What follows belongs to an exercise in optimizing a design on an open flow for small area, a short achievable clock period and few clock cycles per item; a production flow would make more cautious choices. Function was not checked in any run shown here: the RTL went through the layout flow alone.

==> flow/design.v <==
`default_nettype none
package edv_pkg;
   localparam int unsigned DataWidth = 32;
   localparam int unsigned QuoWidth  = DataWidth + 1;
   typedef struct packed {
      logic signed [DataWidth-1:0] dividend;
      logic signed [DataWidth-1:0] divisor;
   } req_type;
   typedef struct packed {
      logic signed [QuoWidth-1:0] quotient;
      logic                       divide_by_zero;
   } rsp_type;
endpackage
`default_nettype wire
`default_nettype none
module edv_add #(
   parameter int N = 31
) (
   input  wire logic [N-1:0] a,
   input  wire logic [N-1:0] b,
   input  wire logic         ci,
   output logic      [N-1:0] s,
   output logic              co
);
   localparam int L = $clog2(N + 1);
   logic [(L+1)*(N+1)-1:0] g;
   logic [(L+1)*(N+1)-1:0] p;
   assign g[0] = ci;
   assign p[0] = 1'b0;
   for (genvar m = 1; m <= N; m++) begin : g_in
      assign g[m] = a[m-1] & b[m-1];
      assign p[m] = a[m-1] ^ b[m-1];
   end
   for (genvar l = 0; l < L; l++) begin : g_lvl
      for (genvar m = 0; m <= N; m++) begin : g_pos
         if (((m >> l) & 1) == 1) begin : g_op
            localparam int J = ((m >> l) << l) - 1;
            assign g[(l+1)*(N+1)+m] = g[l*(N+1)+m] | (p[l*(N+1)+m] & g[l*(N+1)+J]);
            assign p[(l+1)*(N+1)+m] = p[l*(N+1)+m] & p[l*(N+1)+J];
         end else begin : g_cp
            assign g[(l+1)*(N+1)+m] = g[l*(N+1)+m];
            assign p[(l+1)*(N+1)+m] = p[l*(N+1)+m];
         end
      end
   end
   for (genvar m = 0; m < N; m++) begin : g_sum
      assign s[m] = p[m+1] ^ g[L*(N+1)+m];
   end
   assign co = g[L*(N+1)+N];
endmodule
`default_nettype wire
`default_nettype none
module edv_lzc (
   input  wire logic [31:0] x,
   output logic             v,
   output logic [4:0]       c
);
   logic [15:0] v0;  logic [15:0]   c0;
   logic [7:0]  v1;  logic [7:0][1:0] c1;
   logic [3:0]  v2;  logic [3:0][2:0] c2;
   logic [1:0]  v3;  logic [1:0][3:0] c3;
   for (genvar i = 0; i < 16; i++) begin : g_l0
      assign v0[i] = x[2*i+1] | x[2*i];
      assign c0[i] = !x[2*i+1];
   end
   for (genvar i = 0; i < 8; i++) begin : g_l1
      assign v1[i] = v0[2*i+1] | v0[2*i];
      assign c1[i] = v0[2*i+1] ? {1'b0, c0[2*i+1]} : {1'b1, c0[2*i]};
   end
   for (genvar i = 0; i < 4; i++) begin : g_l2
      assign v2[i] = v1[2*i+1] | v1[2*i];
      assign c2[i] = v1[2*i+1] ? {1'b0, c1[2*i+1]} : {1'b1, c1[2*i]};
   end
   for (genvar i = 0; i < 2; i++) begin : g_l3
      assign v3[i] = v2[2*i+1] | v2[2*i];
      assign c3[i] = v2[2*i+1] ? {1'b0, c2[2*i+1]} : {1'b1, c2[2*i]};
   end
   assign v = v3[1] | v3[0];
   assign c = v3[1] ? {1'b0, c3[1]} : {1'b1, c3[0]};
endmodule
`default_nettype wire
`default_nettype none
module euclidean_integer_divider_top #(
   parameter int KS = 3       
) (
   input  wire logic              clock,
   input  wire logic              reset,
   input  wire logic              req_valid,
   output logic                   req_ready,
   input  edv_pkg::req_type       req_data,
   output logic                   rsp_valid,
   input  wire logic              rsp_ready,
   output edv_pkg::rsp_type       rsp_data
);
   localparam int P  = KS - 1;       
   localparam int WN = 35 + P;       
   localparam int YN = WN + 1;       
   localparam int CW = 5;            
   logic [WN-1:0] ws_q, wc_q;    
   logic          qp0_q, qn0_q;  
   logic [32:0]   q_q;           
   logic [32:0]   qm_q;          
   logic [31:0]   d_q;           
   logic          bneg_q;        
   logic          bz_q;          
   logic          dbz_q;
   logic [CW-1:0] cnt_q;         
   logic          fst_q;         
   logic          act_q;         
   logic          pc_q;          
   logic          vld_q;
   wire [31:0] a = req_data.dividend;
   wire [31:0] b = req_data.divisor;
   wire [30:0] bx = b[30:0] ^ {31{b[31]}};
   logic       unused_v;
   logic [4:0] z;
   edv_lzc u_lz (.x({bx, 1'b1}), .v(unused_v), .c(z));
   logic [CW-1:0] cyc;
   logic [P:0]    epad;    
   always_comb begin
      cyc  = '0;
      epad = '0;
      for (int i = 0; i < 32; i++) begin
         if (z == 5'(i)) begin
            cyc  = CW'((i + 2 + KS - 1) / KS);
            epad = (P+1)'(1) << (((i + 2 + KS - 1) / KS) * KS - (i + 2));
         end
      end
   end
   logic [4:0]    zf_q;
   logic [P:0]    epf_q;
   logic [CW-1:0] cyf_q;
   logic          pv_q;     
   always_ff @(posedge clock) begin
      zf_q  <= z;
      epf_q <= epad;
      cyf_q <= cyc;
   end
   wire [31:0] bn = b << zf_q;
   logic [WN-1:0] w0, c0;
   always_comb begin
      w0 = '0;
      c0 = '0;
      for (int e = 0; e <= P; e++) begin
         w0 = w0 | ({WN{epf_q[e]}} & (WN'($signed(a)) << (P - e)));
         c0 = c0 | ({WN{epf_q[e] & b[31]}} & (WN'($signed(b)) << (P - e)));
      end
   end
   wire [YN-1:0] dx   = {{(YN-34-P){d_q[31]}}, d_q, {(P+2){1'b0}}};
   wire          dneg = d_q[31];
   function automatic logic [1:0] dsel(input logic [3:0] est, input logic neg);
      logic ge0, m1;
      ge0 = !est[3];
      m1  = (est == 4'b1111);
      dsel = neg ? {!ge0 && !m1, ge0} : {ge0, !ge0 && !m1};    
   endfunction
   logic [WN-1:0] ws [KS+1];
   logic [WN-1:0] wc [KS+1];
   logic [KS:0]   qp, qn;
   logic [KS-1:0] dp, dn;
   assign ws[0] = ws_q;
   assign wc[0] = wc_q;
   assign qp[0] = qp0_q;
   assign qn[0] = qn0_q;
   for (genvar j = 0; j < KS; j++) begin : g_step
      localparam int FW = (j == KS - 1) ? 0 : 6 + 2 * (KS - 2 - j);
      wire [YN-1:0] ys = {ws[j], 1'b0};
      wire [YN-1:0] yc = {wc[j], 1'b0};
      wire up = qp[j];
      wire dw = qn[j];
      assign dp[KS-1-j] = up;
      assign dn[KS-1-j] = dw;
      wire [YN-1:0] op = ({YN{up}} & ~dx) | ({YN{dw}} & dx);
      wire [YN-1:0] sm = ys ^ yc ^ op;
      wire [YN-1:0] cy = (ys & yc) | (ys & op) | (yc & op);
      wire [WN-1:0] wsf = sm[WN-1:0];
      wire [WN-1:0] wcf = {cy[WN-2:0], up};
      wire [YN-1:0] smp = ys ^ yc ^ ~dx;
      wire [YN-1:0] cyp = (ys & yc) | (ys & ~dx) | (yc & ~dx);
      wire [YN-1:0] smz = ys ^ yc;
      wire [YN-1:0] cyz = ys & yc;
      wire [YN-1:0] smn = ys ^ yc ^ dx;
      wire [YN-1:0] cyn = (ys & yc) | (ys & dx) | (yc & dx);
      wire [WN-1:0] wsp = smp[WN-1:0];
      wire [WN-1:0] wcp = {cyp[WN-2:0], 1'b1};
      wire [WN-1:0] wsz = smz[WN-1:0];
      wire [WN-1:0] wcz = {cyz[WN-2:0], 1'b0};
      wire [WN-1:0] wsn = smn[WN-1:0];
      wire [WN-1:0] wcn = {cyn[WN-2:0], 1'b0};
      wire [1:0] gp = dsel(wsp[WN-1:WN-4] + wcp[WN-1:WN-4], dneg);
      wire [1:0] gz = dsel(wsz[WN-1:WN-4] + wcz[WN-1:WN-4], dneg);
      wire [1:0] gn = dsel(wsn[WN-1:WN-4] + wcn[WN-1:WN-4], dneg);
      wire [1:0] g  = up ? gp : dw ? gn : gz;
      assign qp[j+1] = g[1];
      assign qn[j+1] = g[0];
      if (FW > 0) begin : g_win
         wire [WN-1:0] wsw = up ? wsp : dw ? wsn : wsz;
         wire [WN-1:0] wcw = up ? wcp : dw ? wcn : wcz;
         assign ws[j+1] = {wsw[WN-1:WN-FW], wsf[WN-FW-1:0]};
         assign wc[j+1] = {wcw[WN-1:WN-FW], wcf[WN-FW-1:0]};
      end else begin : g_nowin
         assign ws[j+1] = wsf;
         assign wc[j+1] = wcf;
      end
   end
   wire signed [KS+1:0] v = $signed({2'b00, dp}) - $signed({2'b00, dn});
   wire [32:0] s_q  = fst_q ? 33'd0 : q_q;
   wire [32:0] s_qm = fst_q ? {33{1'b1}} : qm_q;
   function automatic logic [32:0] otf(input logic signed [KS+1:0] u,
                                       input logic [32:0] sm1, input logic [32:0] s0);
      logic signed [KS+1:0] h;
      h = u >>> KS;
      if (h < 0) otf = {sm1[32-KS:0], u[KS-1:0]};
      else       otf = {s0[32-KS:0], u[KS-1:0]};
   endfunction
   wire signed [KS+1:0] one = (KS+2)'(1);
   wire [32:0] q_n  = otf(v,       s_qm, s_q);
   wire [32:0] qm_n = otf(v - one, s_qm, s_q);
   logic [WN-2:0] unused_s;
   logic          wcarry;
   edv_add #(.N(WN-1)) u_sgn (.a(ws_q[WN-2:0]), .b(wc_q[WN-2:0]), .ci(1'b0), .s(unused_s), .co(wcarry));
   wire        wneg = ws_q[WN-1] ^ wc_q[WN-1] ^ wcarry;
   wire        k0   = !bz_q && !(wneg ^ bneg_q);
   wire        km   = !bz_q && (wneg ^ bneg_q);
   wire [32:0] qf   = ({33{k0}} & q_q) | ({33{km}} & qm_q);
   wire wait1 = fst_q && vld_q && !rsp_ready;
   wire step  = act_q && !pc_q && !wait1;
   wire load  = req_valid && pv_q && (!act_q || pc_q || wait1);
   wire take  = step && fst_q;
   always_ff @(posedge clock) begin
      if (load) begin
         d_q    <= bn;
         bneg_q <= b[31];
         bz_q   <= (b == 32'd0);
      end
   end
   always_ff @(posedge clock) begin
      if (load) begin
         ws_q  <= w0;
         wc_q  <= c0;
         {qp0_q, qn0_q} <= dsel(w0[WN-1:WN-4] + c0[WN-1:WN-4], b[31]);
         cnt_q <= cyf_q;
         fst_q <= 1'b1;
      end else begin
         ws_q  <= ws[KS];
         wc_q  <= wc[KS];
         {qp0_q, qn0_q} <= {qp[KS], qn[KS]};
         cnt_q <= cnt_q - 1'b1;
         fst_q <= 1'b0;
      end
   end
   always_ff @(posedge clock) begin
      qm_q <= qm_n;
   end
   always_ff @(posedge clock) begin
      if (step) begin
         q_q <= q_n;
      end else if (pc_q) begin
         q_q   <= qf;
         dbz_q <= bz_q;
      end
   end
   always_ff @(posedge clock) begin
      if (reset) begin
         pv_q  <= 1'b0;
         act_q <= 1'b0;
         pc_q  <= 1'b0;
         vld_q <= 1'b0;
      end else begin
         pv_q  <= req_valid && !take;
         act_q <= load || (act_q && !pc_q);
         pc_q  <= step && (cnt_q == CW'(1));
         vld_q <= pc_q || (vld_q && !rsp_ready);
      end
   end
   assign req_ready = take;
   assign rsp_valid = vld_q;
   assign rsp_data  = {q_q, dbz_q};
endmodule
`default_nettype wire
==> flow/flow/run.sh <==
#!/bin/bash
# The standard layout (standard.sh) with two synthesis changes:
# - no extraction of full/half adders into sky130 fa/ha cells before ABC
#   (ADDER_MAP_FILE empty), so the carry-save and prefix logic maps as gates;
# - ABC maps with flow/abc_speed.script (structural choices, then delay-
#   oriented mapping) instead of ORFS's. It runs from a copy of ORFS's scripts
#   folder that differs only in that file.
# Registers, names and all later steps are the standard flow's. The whole make
# output goes to flow.log here; ORFS's per-step logs stay under orfs/logs.
set -euo pipefail
rm -rf scripts
cp -r "$FLOW_HOME/scripts" scripts
cp flow/abc_speed.script scripts/abc_speed.script
bash standard.sh SCRIPTS_DIR="$PWD/scripts" ADDER_MAP_FILE= finish > flow.log 2>&1
==> flow/flow/abc_speed.script <==
strash
dch -f
map {D}
topo
buffer -c
upsize -c {D}
dnsize -c {D}
==> flow/standard.sh <==
#!/bin/bash
# synth_recipe.tcl (not shown) runs the flow's synth.tcl, then flattens the netlist and writes it again
# the make line also repeats each setting of config.mk as NAME=value (left out here)
make -C /OpenROAD-flow-scripts/flow DESIGN_CONFIG=/design/flow/config.mk WORK_HOME=/design/flow/orfs CLKGATE_MAP_FILE= SYNTH_SCRIPT=/design/flow/synth_recipe.tcl "${@:-finish}"
==> flow/config.mk <==
export PLATFORM = sky130hd
export DESIGN_NAME = euclidean_integer_divider_top
export DESIGN_NICKNAME = euclidean_integer_divider_top
export VERILOG_FILES = /design/flow/design.v
export SDC_FILE = /design/flow/constraint.sdc
export NUM_CORES = 4
export LEC_CHECK = 0
export CAP_MARGIN = 20
export CORE_MARGIN = 2
export CORE_UTILIZATION = 40
export PLACE_DENSITY = 0.6
export SETUP_SLACK_MARGIN = 1.0
export SLEW_MARGIN = 20
==> flow/constraint.sdc <==
create_clock -name core_clock -period 5.0 [get_ports {clock}]
set_input_delay 1.0000 -clock core_clock [delete_from_list [all_inputs] [get_ports {clock}]]
set_output_delay 1.0000 -clock core_clock [all_outputs]
set_load 0.01 [all_outputs]
==> results.cfg, run 1 <==
[clock_tree]
postCtsHoldBufs = 0
worst_setup_hold_path_clk_slew_ps = 80
cts_inserted_buffers = 17
root_buffer_cell = sky130_fd_sc_hd__clkbuf_16
cts_max_level = 4
cts_tree = done
cts.sink_count = 199
clkLatencyLatePin_ps = 510
clockBufferDepth = 2

[sta]
final.min_clock_period_ps = 3869
timing.max_slew.rel_slack = 0.2825
worst_pin_slew_ps = 1066
rsz0062_at_grt = true
timing.clock.skew_ps = 17.79
finalCritPeriodShare = 0.7738
timing.final.ws_setup_ps = 1131
report.final.slew_viol_count = 0
finalHoldViolCount = 0
sum_of_negative_setup_slack_ps = 0
setup_viol = 0
fmaxAchievable_mhz = 258.5

[global_routing]
grt_max_degree = 110
grt_antenna_before_repair = 3
number_of_global_route_vias_before_repair = 18750
grt_overflow_total = 0
grt_use_total = 0.2861
grt_pass1_wl_um = 103900

[final_layout]
fraction_of_layout_instances_using_a_drive_strength_above_1 = 0.09810
areaGrowthSynthToFinish_pct = 18.38
finalNetCount = 3062
layout.filler_cells = 4551

[logic_synthesis]
synthTopCellsByArea = sky130_fd_sc_hd__dfxtp_1 15%, sky130_fd_sc_hd__nand2_1 13%, sky130_fd_sc_hd__edfxtp_1 11%, sky130_fd_sc_hd__nor2_1 8.4%, sky130_fd_sc_hd__o21ai_0 8.3%
yosys.cell_count.top_type = sky130_fd_sc_hd__nand2_1
post_synth_instance_area_mm2 = 0.01791
synthFlopType = sky130_fd_sc_hd__dfxtp_1
post_synth_num_cell_types = 75
netlist.top_cell.by_area = sky130_fd_sc_hd__dfxtp_1
syn-num-nets = 2978
synthCells = 2910
top_cells_by_count_synth = 643 x sky130_fd_sc_hd__nand2_1, 402 x sky130_fd_sc_hd__nor2_1, 315 x sky130_fd_sc_hd__inv_1
post_synth.cell_area_avg_um2 = 6.156
post-synth-top-area-fraction = 0.1464
number_of_flops_mapped_to_enable_cells_by_yosys = 68
yosys_register_bits = 199
yosysSeqAreaShare = 0.2604
yosys_warnings = 3
asyncSetResetFlopFracSynth = 0

[critical_path]
crit_path_start = d_q[29]$_DFFE_PP_
worst_setup_path_endpoint = qp0_q$_DFF_P_
critPathKind = flip-flop to flip-flop
cp.required_ps = 5440
worst_r2r_endpoint = qp0_q$_DFF_P_
timing.critical_path.arrival_ps = 4310
crit_path_max_fanout = 11
setup.worst_path.end_class = flip-flop
setup.reg_to_reg.worst_slack_ps = 1130
timing.rr.start = d_q[29]$_DFFE_PP_
start_kind = flip-flop
reg2reg_depth = 21

[place]
dp_hpwl_um = 50450
port-buffer-count = 103
setup_slack_placement_ps = 389.2
place_congestion = 1.015

[die]
die-height_um = 215.6
floorplan.rows = 77
fp.coreArea_mm2 = 0.04422
initial_utilization = 0.4051
die_outline_area_mm2 = 0.04649
die_w_um = 215.6
top_level_ports = 104

[drt]
first_drt_pass_iteration_count = 6
vias_per_cell = 5.739
post_drt_wl_per_cell_um = 19.42
number_of_design_rule_violations_left_by_the_first_detailed_router_iteration = 1970
num_vias = 20660
remaining_antenna_violation_count_after_routing = 0
drt_drc_violations_left = 0
detail_route.wirelength_um = 69900

[worst_hold_path]
tightest_hold_check_type = flip-flop to flip-flop

[flow_run]
max_cap_violations = 0

[outcome]
outcome = timing/DRC/antenna clean
worst min-delay path by stage:
| stage | end | from | cells after the start | slack (ps) |
|---|---|---|---|---|
| 3_3_place_gp | cnt_q[2]$_DFF_P_ | cyf_q[2]$_SDFF_PP0_ | 2 | 420 |
| 4_1_cts | cnt_q[0]$_DFF_P_ | cyf_q[0]$_SDFF_PP1_ | 2 | 440 |
| 5_1_grt | cnt_q[0]$_DFF_P_ | cyf_q[0]$_SDFF_PP1_ | 2 | 450 |
| 3_5_place_dp | cnt_q[0]$_DFF_P_ | cyf_q[0]$_SDFF_PP1_ | 2 | 420 |
| 2_1_floorplan | cnt_q[0]$_DFF_P_ | cyf_q[0]$_SDFF_PP1_ | 2 | 410 |
| 6_report | cnt_q[0]$_DFF_P_ | cyf_q[0]$_SDFF_PP1_ | 2 | 430 |
per-layer routing:
layer	GRT usage	up-vias	routed length (µm)
li1	-	10050	-
met1	0.3682	9536	29740
met2	0.4678	900	31810
met3	0.04538	168	4873
met4	0.1366	2	3471
met5	0	-	13
through the flow:
step	utilization	instances	instance area [µm²]	hold WS [ps]
3_5_place_dp	0.4416	3508	19530	417.0
2_1_floorplan	-	2910	17910	405.6
5_1_grt	0.4795	3599	21200	452.1
3_3_place_gp	0.4416	3508	19530	417.2
4_1_cts	0.4588	3553	20290	439.4
6_report	0.4795	3600	21210	434.8
cell usage in the layout (no fill, tap or decap), types with 11 or more instances in the layout:
| cell type | instances |
|---|---|
| sky130_fd_sc_hd__a211oi_1 | 11 |
| sky130_fd_sc_hd__buf_4 | 80 |
| sky130_fd_sc_hd__o21ai_1 | 61 |
| sky130_fd_sc_hd__o31ai_1 | 11 |
| sky130_fd_sc_hd__a22oi_1 | 30 |
| sky130_fd_sc_hd__xnor2_1 | 35 |
| sky130_fd_sc_hd__nand4_1 | 29 |
| sky130_fd_sc_hd__nor2_1 | 390 |
| sky130_fd_sc_hd__clkbuf_16 | 22 |
| sky130_fd_sc_hd__nor3_1 | 16 |
| sky130_fd_sc_hd__or2_2 | 13 |
| sky130_fd_sc_hd__nand2_1 | 618 |
| sky130_fd_sc_hd__o211ai_1 | 42 |
| sky130_fd_sc_hd__a31oi_1 | 25 |
| sky130_fd_sc_hd__o21a_1 | 15 |
| sky130_fd_sc_hd__nor4_1 | 14 |
| sky130_fd_sc_hd__nand2_2 | 27 |
| sky130_fd_sc_hd__nand3_2 | 11 |
| sky130_fd_sc_hd__o21ai_0 | 286 |
| sky130_fd_sc_hd__xor2_1 | 44 |
| sky130_fd_sc_hd__and2_1 | 33 |
| sky130_fd_sc_hd__inv_1 | 311 |
| sky130_fd_sc_hd__nand3_1 | 114 |
| sky130_fd_sc_hd__buf_12 | 11 |
| sky130_fd_sc_hd__a221oi_1 | 40 |
| sky130_fd_sc_hd__nor2_4 | 14 |
| sky130_fd_sc_hd__clkdlybuf4s50_1 | 102 |
| sky130_fd_sc_hd__edfxtp_1 | 68 |
| sky130_fd_sc_hd__dfxtp_1 | 126 |
| sky130_fd_sc_hd__o22ai_1 | 52 |
| sky130_fd_sc_hd__a21oi_1 | 165 |
worst max-delay path, cell delays in order (launching register included):
cell and delay (ps):
sky130_fd_sc_hd__edfxtp_1 540, sky130_fd_sc_hd__buf_6 210, sky130_fd_sc_hd__o21bai_1 170, sky130_fd_sc_hd__nand3_1 110, sky130_fd_sc_hd__nand2_1 80, sky130_fd_sc_hd__nand4_2 100, sky130_fd_sc_hd__o2bb2ai_1 170, sky130_fd_sc_hd__nand4_2 190
sky130_fd_sc_hd__a31oi_4 360, sky130_fd_sc_hd__o21ai_4 140, sky130_fd_sc_hd__buf_4 230, sky130_fd_sc_hd__o211ai_2 180, sky130_fd_sc_hd__nand2_1 120, sky130_fd_sc_hd__o21ai_0 190, sky130_fd_sc_hd__nand2_1 140, sky130_fd_sc_hd__nand3_1 110
sky130_fd_sc_hd__nand3_1 110, sky130_fd_sc_hd__nand3_1 120, sky130_fd_sc_hd__nand4_1 100, sky130_fd_sc_hd__a21oi_1 190, sky130_fd_sc_hd__o22ai_1 100, sky130_fd_sc_hd__a21oi_1 120
state kept, by name (all words and copies together), names as in the netlist, 3 cells and up:
signal	count
cnt_q	5
cyf_q	4
d_q	32
epf_q	3
q_q	33
qm_q	33
wc_q	37
ws_q	37
zf_q	5
cells by family (layout without fill, tap and decap cells):
group	Yosys count	count (layout)	synth area share
AOI/OAI and AO/OA	839	839	0.2844
xor gates and xnor gates	80	80	0.04016
buffers and inverters	471	566	0.1028
DFF	199	199	0.2604
other	0	1	0
and+or+nand+nor	1321	1323	0.3122
repair_timing:
action                                  in CTS  in global routing
gates resized for setup                     10                118
buffers inserted                            12                 37
pin swaps                                    2                 26
endpoints found under the setup margin     137                136
endpoints found under the hold margin        0                  0
gates cloned                                 1                  9
cell type report:
class | instances | area [µm²] | share of cell area
sequential | 199 | 4671 | 0.2203
timing repair buffer | 207 | 2073 | 0.09777
antenna | 1 | 2.502 | 0.0001180
clock inverter | 15 | 177.7 | 0.008379
multi-input combinational | 2242 | 11870 | 0.5599
inverter | 327 | 1241 | 0.05853
tap | 592 | 740.7 | 0.03493
clock buffer | 17 | 425.4 | 0.02006
==> inputs of run 2 (changes only) <==
--- a/flow/design.v
+++ b/flow/design.v
@@ -115,35 +115,37 @@
    logic       unused_v;
    logic [4:0] z;
    edv_lzc u_lz (.x({bx, 1'b1}), .v(unused_v), .c(z));
+   wire [31:0] bn = b << z;
    logic [CW-1:0] cyc;
-   logic [P:0]    epad;    
    always_comb begin
-      cyc  = '0;
+      cyc = '0;
+      for (int i = 0; i < 32; i++) begin
+         if (z == 5'(i)) cyc = CW'((i + 2 + KS - 1) / KS);
+      end
+   end
+   logic [31:0] lead;
+   for (genvar i = 0; i < 31; i++) begin : g_lead
+      if (i == 0) begin : g_top
+         assign lead[i] = bx[30];
+      end else begin : g_rest
+         assign lead[i] = bx[30-i] && !(|bx[30:31-i]);
+      end
+   end
+   assign lead[31] = !(|bx);
+   logic [P:0] epad;    
+   always_comb begin
       epad = '0;
       for (int i = 0; i < 32; i++) begin
-         if (z == 5'(i)) begin
-            cyc  = CW'((i + 2 + KS - 1) / KS);
-            epad = (P+1)'(1) << (((i + 2 + KS - 1) / KS) * KS - (i + 2));
-         end
-      end
-   end
-   logic [4:0]    zf_q;
-   logic [P:0]    epf_q;
-   logic [CW-1:0] cyf_q;
-   logic          pv_q;     
-   always_ff @(posedge clock) begin
-      zf_q  <= z;
-      epf_q <= epad;
-      cyf_q <= cyc;
-   end
-   wire [31:0] bn = b << zf_q;
+         epad[((i + 2 + KS - 1) / KS) * KS - (i + 2)] |= lead[i];
+      end
+   end
    logic [WN-1:0] w0, c0;
    always_comb begin
       w0 = '0;
       c0 = '0;
       for (int e = 0; e <= P; e++) begin
-         w0 = w0 | ({WN{epf_q[e]}} & (WN'($signed(a)) << (P - e)));
-         c0 = c0 | ({WN{epf_q[e] & b[31]}} & (WN'($signed(b)) << (P - e)));
+         w0 = w0 | ({WN{epad[e]}} & (WN'($signed(a)) << (P - e)));
+         c0 = c0 | ({WN{epad[e] & b[31]}} & (WN'($signed(b)) << (P - e)));
       end
    end
    wire [YN-1:0] dx   = {{(YN-34-P){d_q[31]}}, d_q, {(P+2){1'b0}}};
@@ -225,21 +227,18 @@
    wire [32:0] qf   = ({33{k0}} & q_q) | ({33{km}} & qm_q);
    wire wait1 = fst_q && vld_q && !rsp_ready;
    wire step  = act_q && !pc_q && !wait1;
-   wire load  = req_valid && pv_q && (!act_q || pc_q || wait1);
-   wire take  = step && fst_q;
-   always_ff @(posedge clock) begin
-      if (load) begin
-         d_q    <= bn;
-         bneg_q <= b[31];
-         bz_q   <= (b == 32'd0);
-      end
+   wire load  = req_valid && (!act_q || pc_q || wait1);
+   always_ff @(posedge clock) begin
+      d_q    <= bn;
+      bneg_q <= b[31];
+      bz_q   <= (b == 32'd0);
    end
    always_ff @(posedge clock) begin
       if (load) begin
          ws_q  <= w0;
          wc_q  <= c0;
-         {qp0_q, qn0_q} <= dsel(w0[WN-1:WN-4] + c0[WN-1:WN-4], b[31]);
-         cnt_q <= cyf_q;
+         {qp0_q, qn0_q} <= dsel(w0[WN-1:WN-4] + c0[WN-1:WN-4], bn[31]);
+         cnt_q <= cyc;
          fst_q <= 1'b1;
       end else begin
          ws_q  <= ws[KS];
@@ -262,18 +261,16 @@
    end
    always_ff @(posedge clock) begin
       if (reset) begin
-         pv_q  <= 1'b0;
          act_q <= 1'b0;
          pc_q  <= 1'b0;
          vld_q <= 1'b0;
       end else begin
-         pv_q  <= req_valid && !take;
          act_q <= load || (act_q && !pc_q);
          pc_q  <= step && (cnt_q == CW'(1));
          vld_q <= pc_q || (vld_q && !rsp_ready);
       end
    end
-   assign req_ready = take;
+   assign req_ready = step && (cnt_q == CW'(1));
    assign rsp_valid = vld_q;
    assign rsp_data  = {q_q, dbz_q};
 endmodule
==> run 2 against run 1 <==
Still clean on timing, DRC and antenna. Sequential share of layout area decreased by 3.4 points. First-iteration DRC count increased by 8.4%. Via count about the same. Cell count increased by 2.1%. Clock skew increased by 6.2 ps. Critical endpoint unchanged.
==> results.cfg, run 2 <==
[worst_hold_path]
tightest_hold_check_type = flip-flop to flip-flop

[critical_path]
crit_path_start = ws_q[34]$_DFF_P_
timing.rr.start = ws_q[34]$_DFF_P_
setup.worst_path.end_class = flip-flop
max_stage_delay_ps = 360
worst_r2r_endpoint = qp0_q$_DFF_P_
crit_path_max_fanout = 6
setup.reg_to_reg.worst_slack_ps = 1090
cp.required_ps = 5310
timing.critical_path.mode_cell = sky130_fd_sc_hd__nand4_1
critPathKind = flip-flop to flip-flop
critical_path.slowest_cell = sky130_fd_sc_hd__dfxtp_4
worst_setup_path_endpoint = qp0_q$_DFF_P_
reg2reg_depth = 25
timing.critical_path.arrival_ps = 4210
start_kind = flip-flop

[sta]
timing.max_slew.rel_slack = 0.4830
hold_ws_ps = 456.6
rsz0062_at_grt = true
final.min_clock_period_ps = 3909
finalCritPeriodShare = 0.7817
report.final.slew_viol_count = 0
worst_pin_slew_ps = 775.5
setup_viol = 0
finalHoldViolCount = 0
fmaxAchievable_mhz = 255.9
timing.clock.skew_ps = 23.95

[logic_synthesis]
post_synth_num_cell_types = 74
number_of_flops_mapped_to_enable_cells_by_yosys = 34
post-synth-top-area-fraction = 0.1755
syn-num-nets = 2969
post_synth_instance_area_mm2 = 0.01734
top_cells_by_count_synth = 673 x sky130_fd_sc_hd__nand2_1, 386 x sky130_fd_sc_hd__nor2_1, 347 x sky130_fd_sc_hd__inv_1
synthTopCellsByArea = sky130_fd_sc_hd__dfxtp_1 18%, sky130_fd_sc_hd__nand2_1 15%, sky130_fd_sc_hd__nor2_1 8.4%, sky130_fd_sc_hd__o21ai_0 7.5%, sky130_fd_sc_hd__inv_1 7.5%
netlist.top_cell.by_area = sky130_fd_sc_hd__dfxtp_1
post_synth.cell_area_avg_um2 = 5.978
yosys_register_bits = 186
asyncSetResetFlopFracSynth = 0
yosys.cell_count.top_type = sky130_fd_sc_hd__nand2_1
synthFlopType = sky130_fd_sc_hd__dfxtp_1
yosys_warnings = 3
synthCells = 2901
yosysSeqAreaShare = 0.2343

[final_layout]
insertedDiodeCount = 0
layout.filler_cells = 4357
final_cell_mix = 648 x sky130_fd_sc_hd__nand2_1, 368 x sky130_fd_sc_hd__nor2_1, 337 x sky130_fd_sc_hd__inv_1, 223 x sky130_fd_sc_hd__o21ai_0, 150 x sky130_fd_sc_hd__buf_4
fraction_of_layout_instances_using_a_drive_strength_above_1 = 0.1515
areaGrowthSynthToFinish_pct = 26.69
finalNetCount = 3144
layout_commonest_cell = sky130_fd_sc_hd__nand2_1
top_regs = wc_q x37, ws_q x37

[clock_tree]
cts_max_level = 4
cts.sink_count = 186
clockBufferDepth = 2
worst_setup_hold_path_clk_slew_ps = 70
clkLatencyLatePin_ps = 480
cts_tree = done
root_buffer_cell = sky130_fd_sc_hd__clkbuf_16
cts_inserted_buffers = 17

[global_routing]
grt_overflow_total = 0
grt_antenna_before_repair = 1
number_of_global_route_vias_before_repair = 18570
grt_pass1_wl_um = 104100
grt_use_total = 0.2971
grt_max_degree = 82

[die]
floorplan.rows = 76
die_w_um = 212.2
die-height_um = 212.2
initial_utilization = 0.4035
die_outline_area_mm2 = 0.04504
fp.coreArea_mm2 = 0.04298
top_level_ports = 104

[drt]
detail_route.wirelength_um = 69530
num_vias = 20680
remaining_antenna_violation_count_after_routing = 0
met3RoutedLength_um = 4933
wl_met1_um = 29670
met2_length_um = 31910
post_drt_wl_per_cell_um = 18.92
number_of_design_rule_violations_left_by_the_first_detailed_router_iteration = 2136
vias_per_cell = 5.628
top_layer = met5
drt_drc_violations_left = 0
first_drt_pass_iteration_count = 6

[outcome]
outcome = timing/DRC/antenna clean

[flow_run]
max_cap_violations = 0

[place]
place_congestion = 1.013
port-buffer-count = 103
dp_hpwl_um = 50430
run 2: cell types whose count changed in the layout (fill, tap and decap cells not counted), moves of 17 or more:
cell,change
sky130_fd_sc_hd__a21oi_1,-17
sky130_fd_sc_hd__a22oi_1,-21
sky130_fd_sc_hd__a31oi_1,+37
sky130_fd_sc_hd__buf_4,+70
sky130_fd_sc_hd__clkdlybuf4s50_1,-25
sky130_fd_sc_hd__edfxtp_1,-34
sky130_fd_sc_hd__inv_1,+26
sky130_fd_sc_hd__nand2_1,+30
sky130_fd_sc_hd__nand3_1,-19
sky130_fd_sc_hd__nor2_1,-22
sky130_fd_sc_hd__nor3_1,+20
sky130_fd_sc_hd__o21ai_0,-63
run 2: metrics by stage:
stage          TNS [ps]  worst slack [ps]  utilization  std cells  cell area, µm²
6_report              0              1091       0.5112       3674           21970
5_1_grt               0             841.1       0.5112       3674           21970
4_1_cts               0             918.2       0.4765       3609           20480
3_5_place_dp      -1049            -410.8       0.4522       3561           19430
3_3_place_gp      -1113            -564.0       0.4521       3561           19430
2_1_floorplan         0              1172            -       2901           17340
run 2: worst min path at each step:
stage,from,end,depth (start not counted)
2_1_floorplan,cnt_q[4]$_SDFF_PP0_,cnt_q[4]$_SDFF_PP0_,1
3_3_place_gp,cnt_q[4]$_SDFF_PP0_,cnt_q[4]$_SDFF_PP0_,1
3_5_place_dp,pc_q$_SDFF_PP0_,dbz_q$_DFFE_PP_,0
4_1_cts,cnt_q[4]$_SDFF_PP0_,cnt_q[4]$_SDFF_PP0_,1
5_1_grt,pc_q$_SDFF_PP0_,dbz_q$_DFFE_PP_,0
6_report,cnt_q[4]$_SDFF_PP0_,cnt_q[4]$_SDFF_PP0_,1
run 2: critical path: cells and delay by family (launching register included):
kind / cells / cell delay [ps]
buf+inv: 4 / 540
flops: 1 / 360
compound gates: 8 / 1240
simple gates: 13 / 1600
run 2: cell families after synthesis:
kind of cell	synth area share
flip-flops	0.2343
AND/OR/NAND/NOR	0.3334
AO/OA/AOI/OAI	0.2695
XOR/XNOR	0.04480
multiplexers	0.004040
buffers and inverters	0.1140
run 2: layout make-up:
| cell class | count | area, µm² | area share |
|---|---|---|---|
| Tap cell | 585 | 732.0 | 0.03331 |
| Timing Repair Buffer | 291 | 2884 | 0.1313 |
| Clock inverter | 14 | 152.6 | 0.006947 |
| Sequential cell | 186 | 4086 | 0.1860 |
| Inverter | 356 | 1364 | 0.06207 |
| Clock buffer | 18 | 429.2 | 0.01953 |
| Timing Repair inverter | 1 | 7.507 | 0.0003417 |
| Multi-Input combinational cell | 2223 | 12320 | 0.5606 |
run 2: repair_timing:
action	CTS	global route
setup endpoints to repair	122	163
pin swaps	15	71
gates cloned	3	7
resized for setup	85	244
setup buffers	13	58
hold buffers	0	0
run 2: layer usage:
layer / vias to the layer above / track usage
met5: - / 0
met4: 2 / 0.1268
met3: 152 / 0.03870
met2: 904 / 0.4841
met1: 9531 / 0.3946
li1: 10090 / -
==> inputs of run 3 (changes only) <==
--- a/flow/config.mk
+++ b/flow/config.mk
@@ -9,5 +9,4 @@
 export CORE_MARGIN = 2
 export CORE_UTILIZATION = 40
 export PLACE_DENSITY = 0.6
-export SETUP_SLACK_MARGIN = 1.0
 export SLEW_MARGIN = 20
==> run 3 against run 2 <==
Still clean. Sequential share of layout area increased by 1.7 points. Global-route usage down 0.49 points. Register-to-register slack worse by 540 ps. Synthesized area is the same. Worst setup slack got worse by 760 ps. Core utilization down 4.5 points. Cell area fell by 8.9%. Largest cell class unchanged. Fmax is 16% lower.
==> results.cfg, run 3 <==
[outcome]
outcome = timing/DRC/antenna clean

[logic_synthesis]
yosys_register_bits = 186
post_synth_instance_area_mm2 = 0.01734
syn-num-nets = 2969
post-synth-top-area-fraction = 0.1755
number_of_flops_mapped_to_enable_cells_by_yosys = 34
synthFlopType = sky130_fd_sc_hd__dfxtp_1
yosysSeqAreaShare = 0.2343
netlist.top_cell.by_area = sky130_fd_sc_hd__dfxtp_1
synthCells = 2901
asyncSetResetFlopFracSynth = 0
post_synth.cell_area_avg_um2 = 5.978
synthTopCellsByArea = sky130_fd_sc_hd__dfxtp_1 18%, sky130_fd_sc_hd__nand2_1 15%, sky130_fd_sc_hd__nor2_1 8.4%, sky130_fd_sc_hd__o21ai_0 7.5%, sky130_fd_sc_hd__inv_1 7.5%
top_cells_by_count_synth = 673 x sky130_fd_sc_hd__nand2_1, 386 x sky130_fd_sc_hd__nor2_1, 347 x sky130_fd_sc_hd__inv_1
post_synth_num_cell_types = 74
yosys_warnings = 3
yosys.cell_count.top_type = sky130_fd_sc_hd__nand2_1

[clock_tree]
postCtsHoldBufs = 0
clkLatencyLatePin_ps = 470
cts_tree = done
cts_setup_buffers = 0
cts_max_level = 4
clockBufferDepth = 2
root_buffer_cell = sky130_fd_sc_hd__clkbuf_16
cts.sink_count = 186
cts_inserted_buffers = 17
worst_setup_hold_path_clk_slew_ps = 80
post_cts_resize_count = 0

[drt]
detail_route.wirelength_um = 66060
vias_per_cell = 5.541
num_vias = 19910
remaining_antenna_violation_count_after_routing = 0
number_of_design_rule_violations_left_by_the_first_detailed_router_iteration = 1985
post_drt_wl_per_cell_um = 18.39
drt_drc_violations_left = 0
first_drt_pass_iteration_count = 6

[place]
place_area_mm2 = 0.01943
setup_slack_placement_ps = -410.8
instance_count_after_placement_with_tap_cells_included = 3561
dp_hpwl_um = 50430
place_congestion = 1.013
port-buffer-count = 103

[die]
die_w_um = 212.2
initial_utilization = 0.4035
die_outline_area_mm2 = 0.04504
fp.coreArea_mm2 = 0.04298
die-height_um = 212.2
floorplan.rows = 76
top_level_ports = 104

[sta]
rsz0062_at_grt = false
hold_ws_ps = 456.6
fmaxAchievable_mhz = 214.2
sum_of_negative_setup_slack_ps = 0
timing.max_slew.rel_slack = 0.4882
report.final.slew_viol_count = 0
timing.final.ws_setup_ps = 331.3
final.min_clock_period_ps = 4669
setup_viol = 0
timing.clock.skew_ps = 21.92
finalCritPeriodShare = 0.9337
worst_pin_slew_ps = 767.7
finalHoldViolCount = 0

[flow_run]
max_cap_violations = 0

[final_layout]
areaGrowthSynthToFinish_pct = 15.45
finish.cell_count_without_fillers = 3593
register_area_mm2 = 0.004065
final_core_util = 0.4659
finalNetCount = 3063
final_cell_mix = 672 x sky130_fd_sc_hd__nand2_1, 382 x sky130_fd_sc_hd__nor2_1, 345 x sky130_fd_sc_hd__inv_1, 261 x sky130_fd_sc_hd__o21ai_0, 159 x sky130_fd_sc_hd__a21oi_1
layout_commonest_cell = sky130_fd_sc_hd__nand2_1
insertedDiodeCount = 0
layout.filler_cells = 4514
final_area_mm2 = 0.02002
fraction_of_layout_instances_using_a_drive_strength_above_1 = 0.07746
top_regs = wc_q x37, ws_q x37
multi_input_area_mm2 = 0.01134

[critical_path]
cp.required_ps = 5310
worst-path-buf-inv = 6
crit_path_max_fanout = 48
setup.worst_path.end_class = flip-flop
max_stage_delay_ps = 590
timing.critical_path.arrival_ps = 4980
critical_path.slowest_cell = sky130_fd_sc_hd__a2111oi_1
start_kind = primary input
cp_cell_sequence = clkdlybuf4s50_1 > xnor2_1 > nand3_2 > nor3_4 > nand4_4 > nor2_4 > nand3_1 > buf_4 > inv_2 > nand2_1 > nand2_1 > nor2_2 > buf_4 > a32oi_1 > nand2_1 > nor2_4 > buf_12 > nor3_1 > a2111oi_1 > buf_4 > a21oi_1
critical-path-top-delay-family = simple AND/OR/NAND/NOR gates
critPathKind = primary input to flip-flop

[global_routing]
grt_pass1_wl_um = 102500
grt_max_degree = 82
grt_overflow_total = 0
grt_antenna_before_repair = 1
number_of_global_route_vias_before_repair = 18380
grt_use_total = 0.2922

[worst_hold_path]
tightest_hold_check_type = flip-flop to flip-flop
## run 3: layout make-up
type	instances	share of cell area
clock buffer	18	0.02143
clock inverter	14	0.007624
inverter	356	0.06680
multi-input combinational	2221	0.5665
sequential	186	0.2030
tap	585	0.03656
timing repair buffer	213	0.09811
## run 3: path summary, 6_finish.rpt
check                                    startpoint             endpoint  slack (ps)  cells after the start
worst max register to register      d_q[31]$_DFF_P_        qp0_q$_DFF_P_         550                     21
worst max-delay path                   req_data[30]     wc_q[15]$_DFF_P_         330                     21
worst min-delay path            cnt_q[4]$_SDFF_PP0_  cnt_q[4]$_SDFF_PP0_         460                      1
worst min register to register  cnt_q[4]$_SDFF_PP0_  cnt_q[4]$_SDFF_PP0_         460                      1
## run 3: cell families after synthesis
| kind of cell | synth area share |
|---|---|
| buffers and inverters | 0.1140 |
| xor gates and xnor gates | 0.04480 |
| AOI/OAI and AO/OA | 0.2695 |
| DFF | 0.2343 |
| and+or+nand+nor | 0.3334 |
| muxes | 0.004040 |
## run 3: routing by layer
metal  global-route usage  vias up  wire length, µm
met5                    0        -               15
met4               0.1362        2             2879
met3              0.04047      133             4676
met2               0.4682      813            29790
met1               0.3888     9022            28700
li1                     -     9938                -
==> inputs of run 4 (changes only) <==
--- a/flow/design.v
+++ b/flow/design.v
@@ -100,6 +100,7 @@
    logic          qp0_q, qn0_q;  
    logic [32:0]   q_q;           
    logic [32:0]   qm_q;          
+   logic [32:0]   qp_q;          
    logic [31:0]   d_q;           
    logic          bneg_q;        
    logic          bz_q;          
@@ -139,13 +140,11 @@
          epad[((i + 2 + KS - 1) / KS) * KS - (i + 2)] |= lead[i];
       end
    end
-   logic [WN-1:0] w0, c0;
+   logic [WN-1:0] w0;
    always_comb begin
       w0 = '0;
-      c0 = '0;
       for (int e = 0; e <= P; e++) begin
          w0 = w0 | ({WN{epad[e]}} & (WN'($signed(a)) << (P - e)));
-         c0 = c0 | ({WN{epad[e] & b[31]}} & (WN'($signed(b)) << (P - e)));
       end
    end
    wire [YN-1:0] dx   = {{(YN-34-P){d_q[31]}}, d_q, {(P+2){1'b0}}};
@@ -208,23 +207,28 @@
    wire signed [KS+1:0] v = $signed({2'b00, dp}) - $signed({2'b00, dn});
    wire [32:0] s_q  = fst_q ? 33'd0 : q_q;
    wire [32:0] s_qm = fst_q ? {33{1'b1}} : qm_q;
+   wire [32:0] s_qp = fst_q ? 33'd1 : qp_q;
    function automatic logic [32:0] otf(input logic signed [KS+1:0] u,
-                                       input logic [32:0] sm1, input logic [32:0] s0);
+                                       input logic [32:0] sm1, input logic [32:0] s0,
+                                       input logic [32:0] sp1);
       logic signed [KS+1:0] h;
       h = u >>> KS;
-      if (h < 0) otf = {sm1[32-KS:0], u[KS-1:0]};
-      else       otf = {s0[32-KS:0], u[KS-1:0]};
+      if (h < 0)       otf = {sm1[32-KS:0], u[KS-1:0]};
+      else if (h == 0) otf = {s0[32-KS:0], u[KS-1:0]};
+      else             otf = {sp1[32-KS:0], u[KS-1:0]};
    endfunction
+   wire [32:0] q_n  = otf(v,          s_qm, s_q, s_qp);
    wire signed [KS+1:0] one = (KS+2)'(1);
-   wire [32:0] q_n  = otf(v,       s_qm, s_q);
-   wire [32:0] qm_n = otf(v - one, s_qm, s_q);
+   wire [32:0] qm_n = otf(v - one, s_qm, s_q, s_qp);
+   wire [32:0] qp_n = otf(v + one, s_qm, s_q, s_qp);
    logic [WN-2:0] unused_s;
    logic          wcarry;
    edv_add #(.N(WN-1)) u_sgn (.a(ws_q[WN-2:0]), .b(wc_q[WN-2:0]), .ci(1'b0), .s(unused_s), .co(wcarry));
    wire        wneg = ws_q[WN-1] ^ wc_q[WN-1] ^ wcarry;
-   wire        k0   = !bz_q && !(wneg ^ bneg_q);
-   wire        km   = !bz_q && (wneg ^ bneg_q);
-   wire [32:0] qf   = ({33{k0}} & q_q) | ({33{km}} & qm_q);
+   wire        k0   = !bz_q && !wneg;
+   wire        kp   = !bz_q && wneg && bneg_q;
+   wire        km   = !bz_q && wneg && !bneg_q;
+   wire [32:0] qf   = ({33{k0}} & q_q) | ({33{kp}} & qp_q) | ({33{km}} & qm_q);
    wire wait1 = fst_q && vld_q && !rsp_ready;
    wire step  = act_q && !pc_q && !wait1;
    wire load  = req_valid && (!act_q || pc_q || wait1);
@@ -236,8 +240,8 @@
    always_ff @(posedge clock) begin
       if (load) begin
          ws_q  <= w0;
-         wc_q  <= c0;
-         {qp0_q, qn0_q} <= dsel(w0[WN-1:WN-4] + c0[WN-1:WN-4], bn[31]);
+         wc_q  <= '0;
+         {qp0_q, qn0_q} <= dsel(w0[WN-1:WN-4], bn[31]);
          cnt_q <= cyc;
          fst_q <= 1'b1;
       end else begin
@@ -250,6 +254,7 @@
    end
    always_ff @(posedge clock) begin
       qm_q <= qm_n;
+      qp_q <= qp_n;
    end
    always_ff @(posedge clock) begin
       if (step) begin
==> run 4 against run 3 <==
Still clean. Clock skew decreased by 5.4 ps. First-iteration DRC count decreased by 11%. Worst setup slack improved by 160 ps. Count of clock-buffer cells in the layout increased by 20. Sequential share of layout area increased by 2.4 points. Flip-flop and latch count increased by 31. Via count increased by 0.99%. Wire length decreased by 5.7%. Critical path type is now flip-flop to flip-flop.
==> results.cfg, run 4 <==
[critical_path]
cp.required_ps = 5410
setup.worst_path.end_class = flip-flop
cp_cell_sequence = inv_2 > nand3b_1 > nand3_1 > nand3_1 > nand3_1 > nand3_1 > nand4_1 > a31oi_1 > o22ai_2 > o21ai_2 > nand4_1 > nand2_1 > nand2_1 > o2111ai_1 > nand4_1 > o211ai_2 > nand3_1 > nand2_1 > o22ai_1 > a21oi_1 > o22ai_1
critical-path-top-delay-family = simple AND/OR/NAND/NOR gates
timing.critical_path.arrival_ps = 4920
critPathKind = flip-flop to flip-flop
timing.critical_path.mode_cell = sky130_fd_sc_hd__nand3_1
start_kind = flip-flop
critical_path.slowest_cell = sky130_fd_sc_hd__dfxtp_1
crit_path_max_fanout = 8
max_stage_delay_ps = 660
worst-path-buf-inv = 1

[sta]
finalHoldViolCount = 0
timing.max_slew.rel_slack = 0.4223
fmaxAchievable_mhz = 221.6
setup_viol = 0
final.min_clock_period_ps = 4513
timing.clock.skew_ps = 16.56
hold_ws_ps = 472.9
rsz0062_at_grt = false
worst_pin_slew_ps = 866.5
finalCritPeriodShare = 0.9026
report.final.slew_viol_count = 0

[drt]
num_vias = 20110
post_drt_wl_per_cell_um = 17.11
number_of_design_rule_violations_left_by_the_first_detailed_router_iteration = 1772
vias_per_cell = 5.522
first_drt_pass_iteration_count = 5
drt_drc_violations_left = 0
detail_route.wirelength_um = 62300
remaining_antenna_violation_count_after_routing = 0

[flow_run]
max_cap_violations = 0

[final_layout]
top_regs = ws_q x37, wc_q x36
fraction_of_layout_instances_using_a_drive_strength_above_1 = 0.05873
largest_register_ff_count = 37
areaGrowthSynthToFinish_pct = 14.57
final_core_util = 0.4653
finalNetCount = 3096
final_cell_mix = 635 x sky130_fd_sc_hd__nand2_1, 454 x sky130_fd_sc_hd__nor2_1, 329 x sky130_fd_sc_hd__inv_1, 249 x sky130_fd_sc_hd__o21ai_0, 186 x sky130_fd_sc_hd__a21oi_1
layout_commonest_cell = sky130_fd_sc_hd__nand2_1
final_area_mm2 = 0.02062
register_with_the_highest_flop_count = ws_q

[global_routing]
grt_use_total = 0.2590
number_of_global_route_vias_before_repair = 18700
grt_overflow_total = 0
grt_antenna_before_repair = 1
grt_max_degree = 82
grt_pass1_wl_um = 98520

[clock_tree]
postCtsHoldBufs = 0
cts.sink_count = 217
worst_setup_hold_path_clk_slew_ps = 70
cts_max_level = 1
clockBufferDepth = 3
cts_setup_buffers = 0
clkLatencyLatePin_ps = 570
cts_tree = done
root_buffer_cell = sky130_fd_sc_hd__clkbuf_16
cts_inserted_buffers = 27

[die]
initial_utilization = 0.4061
die-height_um = 216.1
top_level_ports = 104
fp.coreArea_mm2 = 0.04432
die_w_um = 216.1
die_outline_area_mm2 = 0.04671
floorplan.rows = 77

[place]
place_area_mm2 = 0.01971
dp_hpwl_um = 45380
place_congestion = 0.9204
port-buffer-count = 103

[logic_synthesis]
yosysSeqAreaShare = 0.2603
yosys.cell_count.top_type = sky130_fd_sc_hd__nand2_1
post_synth_num_cell_types = 71
synthFlopType = sky130_fd_sc_hd__dfxtp_1
yosys_register_bits = 217
number_of_flops_mapped_to_enable_cells_by_yosys = 34
top_cells_by_count_synth = 635 x sky130_fd_sc_hd__nand2_1, 466 x sky130_fd_sc_hd__nor2_1, 329 x sky130_fd_sc_hd__inv_1
yosys_warnings = 3
post_synth_instance_area_mm2 = 0.01800
post_synth.cell_area_avg_um2 = 6.052
asyncSetResetFlopFracSynth = 0
post-synth-top-area-fraction = 0.2036
netlist.top_cell.by_area = sky130_fd_sc_hd__dfxtp_1
syn-num-nets = 3042
synthCells = 2974
synthTopCellsByArea = sky130_fd_sc_hd__dfxtp_1 20%, sky130_fd_sc_hd__nand2_1 13%, sky130_fd_sc_hd__nor2_1 9.7%, sky130_fd_sc_hd__o21ai_0 6.9%, sky130_fd_sc_hd__inv_1 6.9%

[outcome]
outcome = timing/DRC/antenna clean

[worst_hold_path]
tightest_hold_check_type = flip-flop to flip-flop
[run 4: kinds of logic (layout without fill, tap and decap cells)]
kind of cell / count (synthesis) / in the layout / share of synthesized area
flops: 217 / 217 / 0.2603
compound gates: 747 / 747 / 0.2504
mux: 5 / 5 / 0.002781
simple gates: 1432 / 1432 / 0.3323
xor+xnor: 97 / 97 / 0.04887
buf+inv: 476 / 550 / 0.1053
other cells: 0 / 1 / 0
[run 4: routing by layer]
layer,part of all wire,GRT usage,vias to the layer above
met2,0.47,0.4410,570
li1,-,-,10090
met4,0.035,0.09589,0
met5,0,0,-
met1,0.44,0.3365,9327
met3,0.053,0.03046,123
[run 4: path summary, 6_finish.rpt]
| path | cells past startpoint | startpoint | endpoint | slack [ps] |
|---|---|---|---|---|
| max | 21 | d_q[30]$_DFF_P_ | qp0_q$_DFF_P_ | 490 |
| min | 0 | pc_q$_SDFF_PP0_ | dbz_q$_DFFE_PP_ | 470 |
| max reg2reg | 21 | d_q[30]$_DFF_P_ | qp0_q$_DFF_P_ | 490 |
| min reg2reg | 0 | pc_q$_SDFF_PP0_ | dbz_q$_DFFE_PP_ | 470 |
[run 4: area by class of cell]
cell class	instances	area, µm²
Clock inverter	11	121.4
Timing Repair Buffer	164	1551
Sequential cell	217	4686
Inverter	337	1265
Multi-Input combinational cell	2281	11480
Clock buffer	38	777.0
Tap cell	592	740.7
Fill cell	4680	23700
Antenna cell	1	2.502
[run 4: per-stage QoR]
step,TNS [ps],worst slack [ps],instances
detailed placement,-118.8,-118.8,3591
global placement,-54.26,-54.26,3591
global route,0,70.42,3640
CTS,0,431.9,3640
floorplan,0,1065,2974
finish,0,486.8,3641
[run 4: what timing repair did]
action,4_1_cts,5_1_grt
resized for setup,0,1
endpoints found under the setup margin,0,1
hold endpoints to repair,0,0
==> inputs of run 5 (changes only) <==
--- a/flow/design.v
+++ b/flow/design.v
@@ -118,33 +118,22 @@
    edv_lzc u_lz (.x({bx, 1'b1}), .v(unused_v), .c(z));
    wire [31:0] bn = b << z;
    logic [CW-1:0] cyc;
+   logic [1:0]    pad;
    always_comb begin
       cyc = '0;
+      pad = '0;
       for (int i = 0; i < 32; i++) begin
-         if (z == 5'(i)) cyc = CW'((i + 2 + KS - 1) / KS);
-      end
-   end
-   logic [31:0] lead;
-   for (genvar i = 0; i < 31; i++) begin : g_lead
-      if (i == 0) begin : g_top
-         assign lead[i] = bx[30];
-      end else begin : g_rest
-         assign lead[i] = bx[30-i] && !(|bx[30:31-i]);
-      end
-   end
-   assign lead[31] = !(|bx);
-   logic [P:0] epad;    
-   always_comb begin
-      epad = '0;
-      for (int i = 0; i < 32; i++) begin
-         epad[((i + 2 + KS - 1) / KS) * KS - (i + 2)] |= lead[i];
+         if (z == 5'(i)) begin
+            cyc = CW'((i + 2 + KS - 1) / KS);
+            pad = 2'(((i + 2 + KS - 1) / KS) * KS - (i + 2));
+         end
       end
    end
    logic [WN-1:0] w0;
    always_comb begin
       w0 = '0;
       for (int e = 0; e <= P; e++) begin
-         w0 = w0 | ({WN{epad[e]}} & (WN'($signed(a)) << (P - e)));
+         if (pad == 2'(e)) w0 = WN'($signed(a)) << (P - e);
       end
    end
    wire [YN-1:0] dx   = {{(YN-34-P){d_q[31]}}, d_q, {(P+2){1'b0}}};
==> run 5 against run 4 <==
Cell area is 2.6% lower. Synthesized cell count fell by 6.1%. Critical path type unchanged. Register-to-register slack better by 30 ps. Cell count decreased by 5.0%. Still clean.
==> results.cfg, run 5 <==
[final_layout]
areaGrowthSynthToFinish_pct = 14.49
finalNetCount = 2923
register_with_the_highest_flop_count = ws_q
layout_commonest_cell = sky130_fd_sc_hd__nand2_1
top_regs = ws_q x37, wc_q x36
largest_register_ff_count = 37
fraction_of_layout_instances_using_a_drive_strength_above_1 = 0.07829
final_cell_mix = 492 x sky130_fd_sc_hd__nand2_1, 401 x sky130_fd_sc_hd__nor2_1, 309 x sky130_fd_sc_hd__inv_1, 260 x sky130_fd_sc_hd__o21ai_0, 181 x sky130_fd_sc_hd__dfxtp_1
finish.cell_count_without_fillers = 3459
final_core_util = 0.4650
final_area_mm2 = 0.02008
insertedDiodeCount = 0

[sta]
timing.max_slew.rel_slack = 0.3257
final.min_clock_period_ps = 4485
report.final.slew_viol_count = 0
setup_viol = 0
worst_pin_slew_ps = 1011
timing.final.ws_setup_ps = 515.1
finalCritPeriodShare = 0.8970
timing.clock.skew_ps = 36.56
rsz0062_at_grt = false
finalHoldViolCount = 0
fmaxAchievable_mhz = 223.0

[drt]
drt_drc_violations_left = 0
detail_route.wirelength_um = 59510
post_drt_wl_per_cell_um = 17.21
remaining_antenna_violation_count_after_routing = 0
first_drt_pass_iteration_count = 6
num_vias = 19180
number_of_design_rule_violations_left_by_the_first_detailed_router_iteration = 1631
vias_per_cell = 5.544

[critical_path]
critPathKind = flip-flop to flip-flop
cp.required_ps = 5280
crit_path_max_fanout = 12
timing.critical_path.arrival_ps = 4760
start_kind = flip-flop
setup.worst_path.end_class = flip-flop

[logic_synthesis]
synthCells = 2794
synth-compound-area-share = 0.2742
post_synth_num_cell_types = 79
post_synth.cell_area_avg_um2 = 6.276
number_of_flops_mapped_to_enable_cells_by_yosys = 34
netlist.top_cell.by_area = sky130_fd_sc_hd__dfxtp_1
post_synth_xor_area_fraction = 0.03803
synthMuxAreaShare = 0.003996
post-synth-top-area-fraction = 0.2089
arithmetic_cell_share_of_the_synthesized_area_counting_full_adders_half_adders_and_majority_gates = 0
post_synth_instance_area_mm2 = 0.01753
yosys_warnings = 3
main_combinational_cell_family_by_area_after_synthesis = simple AND/OR/NAND/NOR gates
syn-num-nets = 2862
asyncSetResetFlopFracSynth = 0
post_synth_and_or_nand_nor_area_fraction = 0.3076
yosys.cell_count.top_type = sky130_fd_sc_hd__nand2_1
top_cells_by_count_synth = 492 x sky130_fd_sc_hd__nand2_1, 407 x sky130_fd_sc_hd__nor2_1, 311 x sky130_fd_sc_hd__inv_1
synthFlopType = sky130_fd_sc_hd__dfxtp_1
yosys_register_bits = 217
yosysSeqAreaShare = 0.2672
synthTopCellsByArea = sky130_fd_sc_hd__dfxtp_1 21%, sky130_fd_sc_hd__nand2_1 11%, sky130_fd_sc_hd__nor2_1 8.7%, sky130_fd_sc_hd__o21ai_0 7.4%, sky130_fd_sc_hd__inv_1 6.7%

[global_routing]
grt_max_degree = 62
grt_antenna_before_repair = 0
grt_use_total = 0.2594
grt_pass1_wl_um = 94560
number_of_global_route_vias_before_repair = 17680
grt_overflow_total = 0

[place]
place_area_mm2 = 0.01926
instance_count_after_placement_with_tap_cells_included = 3411
place_congestion = 0.9547
port-buffer-count = 103
setup_slack_placement_ps = 40.64
dp_hpwl_um = 43340

[clock_tree]
cts_inserted_buffers = 27
root_buffer_cell = sky130_fd_sc_hd__clkbuf_16
worst_setup_hold_path_clk_slew_ps = 60
clockBufferDepth = 3
cts_max_level = 1
cts.sink_count = 217
cts_tree = done
clkLatencyLatePin_ps = 580

[flow_run]
max_cap_violations = 0

[outcome]
outcome = timing/DRC/antenna clean

[worst_hold_path]
tightest_hold_check_type = flip-flop to flip-flop

[die]
top_level_ports = 104
die-height_um = 213.4
die_outline_area_mm2 = 0.04553
floorplan.rows = 76
fp.coreArea_mm2 = 0.04317
initial_utilization = 0.4062
die_w_um = 213.4
run 5: cell types whose count changed after synthesis, moves of 33 or more:
| cell | before | now |
|---|---|---|
| sky130_fd_sc_hd__a31oi_1 | 19 | 68 |
| sky130_fd_sc_hd__nand2_1 | 635 | 492 |
| sky130_fd_sc_hd__nand3_1 | 183 | 134 |
| sky130_fd_sc_hd__nor2_1 | 466 | 407 |
| sky130_fd_sc_hd__o22ai_1 | 45 | 12 |
| sky130_fd_sc_hd__xnor2_1 | 48 | 12 |
run 5: layer usage:
metal | GRT usage | part of all wire | wire (µm) | up-vias
li1 | - | - | - | 9586
met1 | 0.3518 | 0.46 | 27140 | 8785
met2 | 0.4332 | 0.45 | 27000 | 699
met3 | 0.02900 | 0.062 | 3706 | 105
met4 | 0.07902 | 0.028 | 1668 | 0
met5 | 0 | 0 | 0 | -
run 5: cell type report:
class | count | area (µm²)
repair buffers | 171 | 1629
fillers | 4505 | 23100
flip-flops and latches | 217 | 4687
clock buffers | 42 | 772.0
multi-input cells | 2110 | 10980
inverters | 328 | 1234
well taps | 585 | 732.0
clock inverters | 6 | 38.79
run 5: worst max-delay path, stage by stage (launching register included):
cell and delay (ps):
sky130_fd_sc_hd__dfxtp_1 330, sky130_fd_sc_hd__nand2_1 50, sky130_fd_sc_hd__inv_1 110, sky130_fd_sc_hd__a31oi_1 110, sky130_fd_sc_hd__o21ai_0 260, sky130_fd_sc_hd__a311oi_1 160
sky130_fd_sc_hd__o21ai_0 200, sky130_fd_sc_hd__nand3_1 90, sky130_fd_sc_hd__nand2_1 100, sky130_fd_sc_hd__a21oi_1 100, sky130_fd_sc_hd__o21ai_0 440, sky130_fd_sc_hd__nand2_1 230
sky130_fd_sc_hd__a41oi_1 410, sky130_fd_sc_hd__a21oi_1 160, sky130_fd_sc_hd__xnor2_1 470, sky130_fd_sc_hd__nor2_2 60, sky130_fd_sc_hd__inv_1 400, sky130_fd_sc_hd__o21ai_0 140
sky130_fd_sc_hd__a221oi_1 280, sky130_fd_sc_hd__a21oi_1 80
run 5: repair_timing:
item / CTS / global route
hold buffers: 0 / 0
buffers inserted: 0 / 0
setup endpoints to repair: 0 / 31
gates resized for setup: 0 / 1
run 5: worst paths after layout:
check | endpoint | start | slack, ps | cells after the start
max reg2reg | q_q[26]$_DFFE_PP_ | ws_q[0]$_DFF_P_ | 520 | 19
max | q_q[26]$_DFFE_PP_ | ws_q[0]$_DFF_P_ | 520 | 19
min reg2reg | cnt_q[4]$_SDFF_PP0_ | cnt_q[4]$_SDFF_PP0_ | 460 | 1
min | cnt_q[4]$_SDFF_PP0_ | cnt_q[4]$_SDFF_PP0_ | 460 | 1
run 5: cells by family (layout without fill, tap and decap cells):
family,after synthesis,after routing
AOI/OAI and AO/OA,790,790
muxes,7,7
DFF,217,217
buffers and inverters,467,547
and+or+nand+nor,1239,1239
xor gates and xnor gates,74,74
run 5: through the flow:
stage               setup TNS [ps]  hold WS (ps)
floorplan                        0         422.7
global placement            -42.26         444.5
detailed placement               0         453.4
CTS                              0         463.5
global route                     0         495.0
finish                           0         458.6

==> separate check: timing with driven ports <==
In the flow no input, the clock included, has a driving cell. The finished layouts below were timed again as built, in two steps.
Step 1: set_driving_cell puts a clkbuf_16 on clock and a buf_2 on each other input, an assumption about the parent block.
Step 2 moves the port delays by t, midway between the first and last clock arrival at a register: inputs arrive t later, outputs are due t later. That takes back most of the time a late clock gives input paths.
a / b / c = ideal / step 1 / step 2; a / b = the first two.
| run | t, ns | setup WS [ns] | worst data-port slew with drivers (ns) | pins driven straight from the clock port |
|---|---|---|---|---|
| run 1 | 0.555 | 1.131 / 1.131 / 0.735 | 0.10 | 1 |
| run 2 | 0.517 | 1.091 / 1.090 / 0.573 | 0.09 | 1 |
| run 3 | 0.517 | 0.331 / 0.363 / -0.154 | 0.07 | 1 |
| run 4 | 0.617 | 0.487 / 0.487 / -0.039 | 0.04 | 1 |
| run 5 | 0.613 | 0.515 / 0.515 / -0.061 | 0.04 | 1 |
With both steps, setup timing fails in run 3, run 4 and run 5, where it was met with ideal ports. For run 5, which loses most, drivers alone change the setup slack by 0.000 ns; drivers and shift together by -0.576 ns.
